From an optimization exercise on the open Yosys and OpenROAD flow, aimed at small area and a short achievable clock period; shortcuts taken in it are not production practice.
In this exercise RTL edits were held to simulation tests only and were not proved equivalent to the original.
Power and IR drop assume default switching activity.

job 104:
// booth_mul32
module booth_mul32
(
  input  logic        i_clkp,
  input  logic        i_reset,
  input  logic [31:0] i_multa,
  input  logic [31:0] i_multb,
  output logic [63:0] o_product
);
Size: ~3300 cells after synthesis, ~350 flip-flops, about 130 I/O pins, ~0.030 mm^2 of cells after synthesis.
Settings: LEC_CHECK=0, ABC_AREA=1, CAP_MARGIN=60, CORE_MARGIN=2, CORE_UTILIZATION=40, GPL_ROUTABILITY_DRIVEN=0, SETUP_SLACK_MARGIN=3.3, SLEW_MARGIN=60, SYNTH_HIERARCHICAL=1; clock period 6.5 ns.
standard.sh (not shown) runs the stock make flow with config.mk's settings and CLKGATE_MAP_FILE= SYNTH_SCRIPT=/design/flow/synth_recipe.tcl, a recipe that flattens the netlist after the stock synthesis.
==> flow/flow/run.sh <==
#!/bin/bash
# Layout flow: the standard layout (standard.sh, unchanged synthesis and
# steps), with the port buffers that global placement inserts made plain
# buf_2 cells instead of the default delay buffer. All of make's output goes
# to flow_make.log in this folder; ORFS keeps each step's log under orfs/logs.
set -euo pipefail
bash standard.sh "BUFFER_PORTS_ARGS=-buffer_cell sky130_fd_sc_hd__buf_2" finish > flow_make.log 2>&1
## Diff of input files: job 101 against job 104
-- flow/config.mk --
<<< job 104, line 10
export CORE_MARGIN = 2
export CORE_UTILIZATION = 40
export GPL_ROUTABILITY_DRIVEN = 0
export SETUP_SLACK_MARGIN = 3.3
export SLEW_MARGIN = 60
export SYNTH_HIERARCHICAL = 1
>>> job 101, line 10
export CORE_MARGIN = 2
export CORE_UTILIZATION = 40
export CTS_CLUSTER_DIAMETER = 150
export CTS_CLUSTER_SIZE = 20
export GPL_ROUTABILITY_DRIVEN = 0
export SETUP_SLACK_MARGIN = 3.2
export SLEW_MARGIN = 60
export SYNTH_HIERARCHICAL = 1
- Of job 104 and job 101, the higher total power belongs to job 104.
- Wire length: job 101 better than job 104
- Relative to job 104, global router's overall resource usage has gone down in job 101.
- Compared to job 104, job 101 has number of global-route vias before repair 231 lower.
- Diff job 104 -> job 101: routing usage on met1 went down; amount of wire on met2 after detailed routing went down.
- Internal reg-to-reg setup slack delta for job 101 relative to job 104: 90 ps lower


Starting RTL as in the previous note.
Settings: LEC_CHECK=0, ABC_AREA=1, CAP_MARGIN=60, CORE_MARGIN=2, CORE_UTILIZATION=40, CTS_CLUSTER_DIAMETER=150, CTS_CLUSTER_SIZE=20, GPL_ROUTABILITY_DRIVEN=0, SETUP_SLACK_MARGIN=3.3, SLEW_MARGIN=60, SYNTH_HIERARCHICAL=1; clock period 6.5 ns.
Scripts as last shown in full above: flow/flow/run.sh
==> next run, changes <==
- CTS_CLUSTER_DIAMETER: 150 -> 120
- CTS_CLUSTER_SIZE: 20 -> 16
Result:
- die area does not change
- design area rose slightly
- core utilization rose by 0.38 points
- non-clock buffer count fell by 1
- total power rose slightly
- count of clock-buffer cells in the layout rose by 6
- cell count barely changes
- sequential power hardly moves
- sequential share of layout area fell by 0.19 points
- routed wire length rose slightly
- setup slack gets worse by 0.0072 ns

--- another note on this design; it stands on its own ---

==> run X: inputs <==
## booth_mul32
module booth_mul32
(
  input  logic        i_clkp,
  input  logic        i_reset,
  input  logic [31:0] i_multa,
  input  logic [31:0] i_multb,
  output logic [63:0] o_product
);
  logic r1_s1_0;
  logic r1_s2_0;
  logic r1_s3_0;
  logic r1_s4_0;
  logic r1_neg0;
  logic r1_s1_1;
  logic r1_s2_1;
  logic r1_s3_1;
  logic r1_s4_1;
  logic r1_neg1;
  logic r1_s1_2;
  logic r1_s2_2;
  logic r1_s3_2;
  logic r1_s4_2;
  logic r1_neg2;
  logic r1_s1_3;
  logic r1_s2_3;
  logic r1_s3_3;
  logic r1_s4_3;
  logic r1_neg3;
  logic r1_s1_4;
  logic r1_s2_4;
  logic r1_s3_4;
  logic r1_s4_4;
  logic r1_neg4;
  logic r1_s1_5;
  logic r1_s2_5;
  logic r1_s3_5;
  logic r1_s4_5;
  logic r1_neg5;
  logic r1_s1_6;
  logic r1_s2_6;
  logic r1_s3_6;
  logic r1_s4_6;
  logic r1_neg6;
  logic r1_s1_7;
  logic r1_s2_7;
  logic r1_s3_7;
  logic r1_s4_7;
  logic r1_neg7;
  logic r1_s1_8;
  logic r1_s2_8;
  logic r1_s3_8;
  logic r1_s4_8;
  logic r1_neg8;
  logic r1_s1_9;
  logic r1_s2_9;
  logic r1_s3_9;
  logic r1_s4_9;
  logic r1_neg9;
  logic r1_s1_10;
  logic r1_s2_10;
  logic r1_s3_10;
  logic r1_s4_10;
  logic r1_neg10;
  logic r1_a0;
  logic r1_a1;
  logic r1_a2;
  logic r1_a3;
  logic r1_a4;
  logic r1_a5;
  logic r1_a6;
  logic r1_a7;
  logic r1_a8;
  logic r1_a9;
  logic r1_a10;
  logic r1_a11;
  logic r1_a12;
  logic r1_a13;
  logic r1_a14;
  logic r1_a15;
  logic r1_a16;
  logic r1_a17;
  logic r1_a18;
  logic r1_a19;
  logic r1_a20;
  logic r1_a21;
  logic r1_a22;
  logic r1_a23;
  logic r1_a24;
  logic r1_a25;
  logic r1_a26;
  logic r1_a27;
  logic r1_a28;
  logic r1_a29;
  logic r1_a30;
  logic r1_a31;
  logic [33:0] a3;
  logic r1_t1;
  logic r1_t2;
  logic r1_t3;
  ...
clock: 6.5 ns
lec_check: 0
abc_area: 1
cap_margin: 60
core_margin: 2
core_utilization: 50
setup_slack_margin: 3.0
slew_margin: 60
synth_hierarchical: 1
run.sh (not shown) runs the stock make flow with config.mk's settings and CLKGATE_MAP_FILE= SYNTH_SCRIPT=/design/flow/synth_recipe.tcl, a recipe that flattens the netlist after the stock synthesis.
==> inputs of run G, as changes to run X <==
--- a/flow/config.mk
+++ b/flow/config.mk
@@ -6,9 +6,9 @@
 export NUM_CORES = 4
 export LEC_CHECK = 0
 export ABC_AREA = 1
-export CAP_MARGIN = 60
+export CAP_MARGIN = 20
 export CORE_MARGIN = 2
 export CORE_UTILIZATION = 50
 export SETUP_SLACK_MARGIN = 3.0
-export SLEW_MARGIN = 60
+export SLEW_MARGIN = 20
 export SYNTH_HIERARCHICAL = 1
==> key figures <==
Routing
  – Detailed Route Iter0 Violations: between 4000 and 5000

Power
  – Cell Pwr Density: about 650 nW/µm²

Setup path
  – Reg2reg start: r1_a9
  – Reg2reg path depth: 7

Cells and area
  – Final Util: a little under three fifths
  – Commonest cells after routing, fill and taps aside: xor2_1, nand2_1, o22ai_1, a221oi_1, dfxtp_1
  – Multi-input combinational area share: roughly 62%

Placement
  – Dpl ws: approximately 2.8 ns

Status
  – Status: complete, no violations
# the run above: run X

==> key figures <==
Routing
  – Detailed Route Iter0 Violations: around 5000

Cells and area
  – Commonest cells after routing, fill and taps aside: xor2_1, nand2_1, o22ai_1, dfxtp_1, a221oi_1
  – Multi-input combinational area share: between 60% and 70%

Setup path
  – Reg2reg start: r1_s2_3
  – Setup crit end kind: flop
  – Reg2reg path depth: 8

Placement
  – Dpl ws: 2.61 ns

Power
  – Cell Pwr Density: around 640 nW/µm²

Status
  – Status: complete, no violations
# the run above: run G

-- static timing again, ports no longer ideal --
Ports are ideal in the flow. The routed layouts listed here were re-timed in OpenROAD.
Step 1, drivers: a clkbuf_16 drives i_clkp and a buf_2 each remaining input, both assumed.
Step 2 times the ports against the registers' clock, not the clock port: input delays grow and output delays shrink by t, the midpoint of the rising clock arrivals with the driver on.
Three values: no drivers, after step 1, after step 2; two values: the first two.
| run | t, ns | setup slack, ns | slew at the worst register clock pin (ns) | cell pins on the clock port's net |
|---|---|---|---|---|
| job 104 | 0.641 | 3.275 / 3.275 / 2.924 | 0.08 / 0.08 | 1 |
| job 101 | 0.637 | 3.188 / 3.188 / 2.960 | 0.10 / 0.10 | 1 |
| the first run of note 2 | 0.643 | 3.290 / 3.290 / 2.939 | 0.10 / 0.10 | 1 |
| the second run of note 2 | 0.688 | 3.283 / 3.283 / 2.949 | 0.08 / 0.08 | 1 |
| run X | 0.635 | 2.987 / 2.987 / 2.742 | 0.07 / 0.07 | 1 |
| run G | 0.641 | 2.908 / 2.908 / 2.667 | 0.07 / 0.07 | 1 |
After both steps every run listed still meets setup and hold.
